What follows belongs to an exercise in optimizing a design on an open flow for small area, a short achievable clock period and few clock cycles; a production flow would make more cautious choices.
Function was checked by simulation only, so behaviour that the tests miss may differ from the original.
Power is estimated from default activity; no workload was simulated.

== exp/garnet ==
==> flow/design.v (excerpt) <==
module ex_stage (
  input  logic        clk,
  input  logic        rst,
  input  logic [31:0] i_inst,
  input  logic [2:0]  i_alusel,
  input  logic [4:0]  i_aluop,
  input  logic [31:0] i_srcLeft,
  input  logic [31:0] i_srcRight,
  input  logic [1:0]  i_memop,
  input  logic [4:0]  i_dest,
  input  logic        i_writeEnable,
  input  logic        i_flush,
  output logic [31:0] o_result,
  output logic [1:0]  o_memop,
  output logic [31:0] o_memAddr,
  output logic [31:0] o_storeData,
  output logic [4:0]  o_dest,
  output logic        o_writeEnable,
  output logic        o_overflow,
  output logic        o_stallReq
);
For scale: roughly 3900 cells after synthesis.
clock: 9.0 ns
lec_check: 0
abc_area: 0
cap_margin: 20
core_margin: 2
core_utilization: 40
setup_slack_margin: 2.5
slew_margin: 20
tns_end_percent: 10
run.sh (not shown) runs the stock make flow with config.mk's settings and CLKGATE_MAP_FILE= SYNTH_SCRIPT=/design/flow/synth_recipe.tcl, a recipe that flattens the netlist after the stock synthesis.
exp/garnet: PASS, flow complete, no timing, DRC or antenna violations
Testbench counts of exp/garnet, summed over its fixed seeds: cycles 7,336.
--- input diff exp/garnet..exp/tundra ---
- removing TNS_END_PERCENT (formerly 10)
- changing SETUP_SLACK_MARGIN from 2.5 to 1.9
==> run notes <==
Leakage power summed over all cells was higher in the run labelled exp/garnet.
| part of the cycle the worst path needs | exp/tundra vs exp/garnet | 0.73 points higher |
Taking exp/garnet as the reference, in exp/tundra via count of the first global-routing pass saw a decrease, sequential power share shrank by 0.4 points, critical path depth now sits higher, sequential share of layout area essentially unchanged.
In exp/tundra, minimum clock period is higher than in exp/garnet.
For global-route usage, exp/garnet and exp/tundra come out practically identical.
exp/garnet -> exp/tundra: overall power increased slightly
[inputs] exp/umber vs exp/tundra
- a change of SETUP_SLACK_MARGIN from 1.9 to 2.5
## What came out
Clock power share, exp/umber and exp/tundra: higher on exp/tundra. The worst-case setup slack after placement of exp/tundra and that of exp/umber are within noise of each other. Of the two values seen for worst setup path startpoint, i_srcLeft[1] was produced by exp/umber and i_srcLeft[17] by exp/tundra. In exp/umber, the non-filler instance count after layout came out about 2.2% above the value in exp/tundra.

* * *

Another version of the RTL of ex_stage (not shown whole).
Size in the first run: about 3900 cells after synthesis, roughly 150 flip-flops, roughly 220 I/O pins, ~28000 sq um of cells after synthesis.
## ex_stage
module ex_stage (
  input  logic        clk,
  input  logic        rst,
  input  logic [31:0] i_inst,
  input  logic [2:0]  i_alusel,
  input  logic [4:0]  i_aluop,
  input  logic [31:0] i_srcLeft,
  input  logic [31:0] i_srcRight,
  input  logic [1:0]  i_memop,
  input  logic [4:0]  i_dest,
  input  logic        i_writeEnable,
  input  logic        i_flush,
  output logic [31:0] o_result,
  output logic [1:0]  o_memop,
  output logic [31:0] o_memAddr,
  output logic [31:0] o_storeData,
  output logic [4:0]  o_dest,
  output logic        o_writeEnable,
  output logic        o_overflow,
  output logic        o_stallReq
);
clock: 9.0 ns
lec_check: 0
abc_area: 0
cap_margin: 20
core_margin: 2
core_utilization: 40
cts_buf_list: sky130_fd_sc_hd__clkbuf_8
cts_cluster_size: 30
setup_slack_margin: 1.9
slew_margin: 20
The starting point produced a clean layout.
Testbench counts at the start, summed over its fixed seeds: cycles 7,336.
Change:
--- a/flow/config.mk
+++ b/flow/config.mk
@@ -12,3 +12 @@
-export CTS_BUF_LIST = sky130_fd_sc_hd__clkbuf_8
-export CTS_CLUSTER_SIZE = 30
-export SETUP_SLACK_MARGIN = 1.9
+export SETUP_SLACK_MARGIN = 2.1
Wire length went up by a few percent.
Setup slack gains 180 ps.
Count of clock-buffer cells in the layout stays the same.
Change:
--- a/flow/config.mk
+++ b/flow/config.mk
@@ -12 +12,2 @@
-export SETUP_SLACK_MARGIN = 2.1
+export PLACE_DENSITY = 0.7
+export SETUP_SLACK_MARGIN = 1.9
=> Setup slack got worse by 180 ps. Clock skew increases by 9.2 ps. Via count increases by 0.58%. Fmax decreases by 2.5%. Count of clock-buffer cells in the layout stays the same. Sequential share of layout area increases by 0.33 points. Wire length decreases by about 1.7%. Core utilization decreases by 1.5 points.

* * *

delta:
Starting RTL as in the previous note.
clock: 9.0 ns
lec_check: 0
abc_area: 0
cap_margin: 20
core_margin: 2
core_utilization: 40
gpl_routability_driven: 0
setup_slack_margin: 1.9
slew_margin: 20
Having completed the whole flow, delta delivered a layout that passed the timing, design-rule and antenna checks.
Testbench counts of delta, summed over its fixed seeds: cycles 7,336.
The inputs of sierra differ from those of delta as listed below.
- GPL_ROUTABILITY_DRIVEN removed (was 0)
- SETUP_SLACK_MARGIN changed from 1.9 to 1.7
Findings:
- The overall power after layout of sierra falls short of that of delta by about 1.5%.
- Changes observed in sierra relative to delta: worst setup slack -110 ps; overall routed net length now larger.
- The number of cells traversed by the worst register-to-register path reported for sierra is smaller than that of delta by 6.
- Diff sierra..delta | number of well-tap cells placed | unchanged
- Between sierra and delta, the difference in clock-cell share of area is negligible.
- sierra vs delta — peak ir drop on the vdd network dropped by more than a quarter
- sierra vs. delta: number of placement rows neither gained nor lost much, peak fanout along the critical path picked up an extra 100.
The inputs of raven differ from those of sierra as listed below.
- changing SETUP_SLACK_MARGIN from 1.7 to 2.0
### Flow results
- Summary of the comparison: core utilization is higher in raven, relative to sierra.
- On share of the synthesized netlist area taken by xor and xnor gates, raven and sierra are neck and neck.
- In raven the overall power consumption turned out 4.0% higher than in sierra.
- Comparing the two runs side by side, raven comes out behind sierra on cell area.
- Final-layout clock-cell area share of sierra is on par with raven.
- Comparing raven and sierra, the lower buffering stage count on the worst path with inverters included is on sierra.
- On area added between synthesis and finish: between raven and sierra, it ends up higher for raven.
- Compared with sierra, in raven sequential share of layout area fell 0.26 points; post-route fraction of the period consumed by the critical path moved down; minimum clock period lower.
> inputs changed (raven -> yarrow)
- a change of SETUP_SLACK_MARGIN from 2.0 to 1.9
### Flow results
- STATUS peak ir drop on the vdd network: yarrow loses against raven
- Between yarrow and raven, fraction of cell area in non-clock buffers is lower for yarrow, raven comes in above that.
- Final critical-path required period sits lower in yarrow than in raven.

-- re-timing with driven ports --
In the flow no input, the clock included, has a driving cell. The finished layouts below were timed again as built, in two steps.
Step 1 (the two cells are an assumption about what drives the block):
set clk [get_ports {clk}]
set_driving_cell -lib_cell sky130_fd_sc_hd__clkbuf_16 $clk
set_driving_cell -lib_cell sky130_fd_sc_hd__buf_2 [delete_from_list [all_inputs] $clk]
Step 2 adds t to the input delays and takes it off the output delays; t is the mean of the earliest and latest rising clock arrival at the registers after step 1. Input paths then give back, and output paths get back, about the clock's delay inside the block.
a / b / c = ideal ports / drivers / drivers and shift; a / b = the first two.
run | shift t [ns] | setup slack, ns | latest minus earliest clock arrival (ns)
exp/garnet | 0.508 | 1.779 / 1.748 / 1.575 | 0.014 / 0.015
exp/tundra | 0.507 | 1.713 / 1.685 / 1.585 | 0.010 / 0.010
exp/umber | 0.503 | 1.789 / 1.744 / 1.744 | 0.012 / 0.012
the first run of note 2 | 0.605 | 1.799 / 1.765 / 1.300 | 0.016 / 0.016
the second run of note 2 | 0.540 | 1.980 / 1.936 / 1.688 | 0.012 / 0.011
the third run of note 2 | 0.518 | 1.802 / 1.774 / 1.630 | 0.021 / 0.021
delta | 0.512 | 1.753 / 1.729 / 1.406 | 0.014 / 0.013
sierra | 0.531 | 1.641 / 1.687 / 1.156 | 0.022 / 0.022
raven | 0.544 | 1.808 / 1.758 / 1.508 | 0.017 / 0.017
yarrow | 0.543 | 1.819 / 1.786 / 1.503 | 0.010 / 0.010
After both steps every run listed still meets setup and hold. The setup slack of the first run of note 2, which loses most, moves by -0.034 ns with the drivers and by -0.499 ns with both steps.
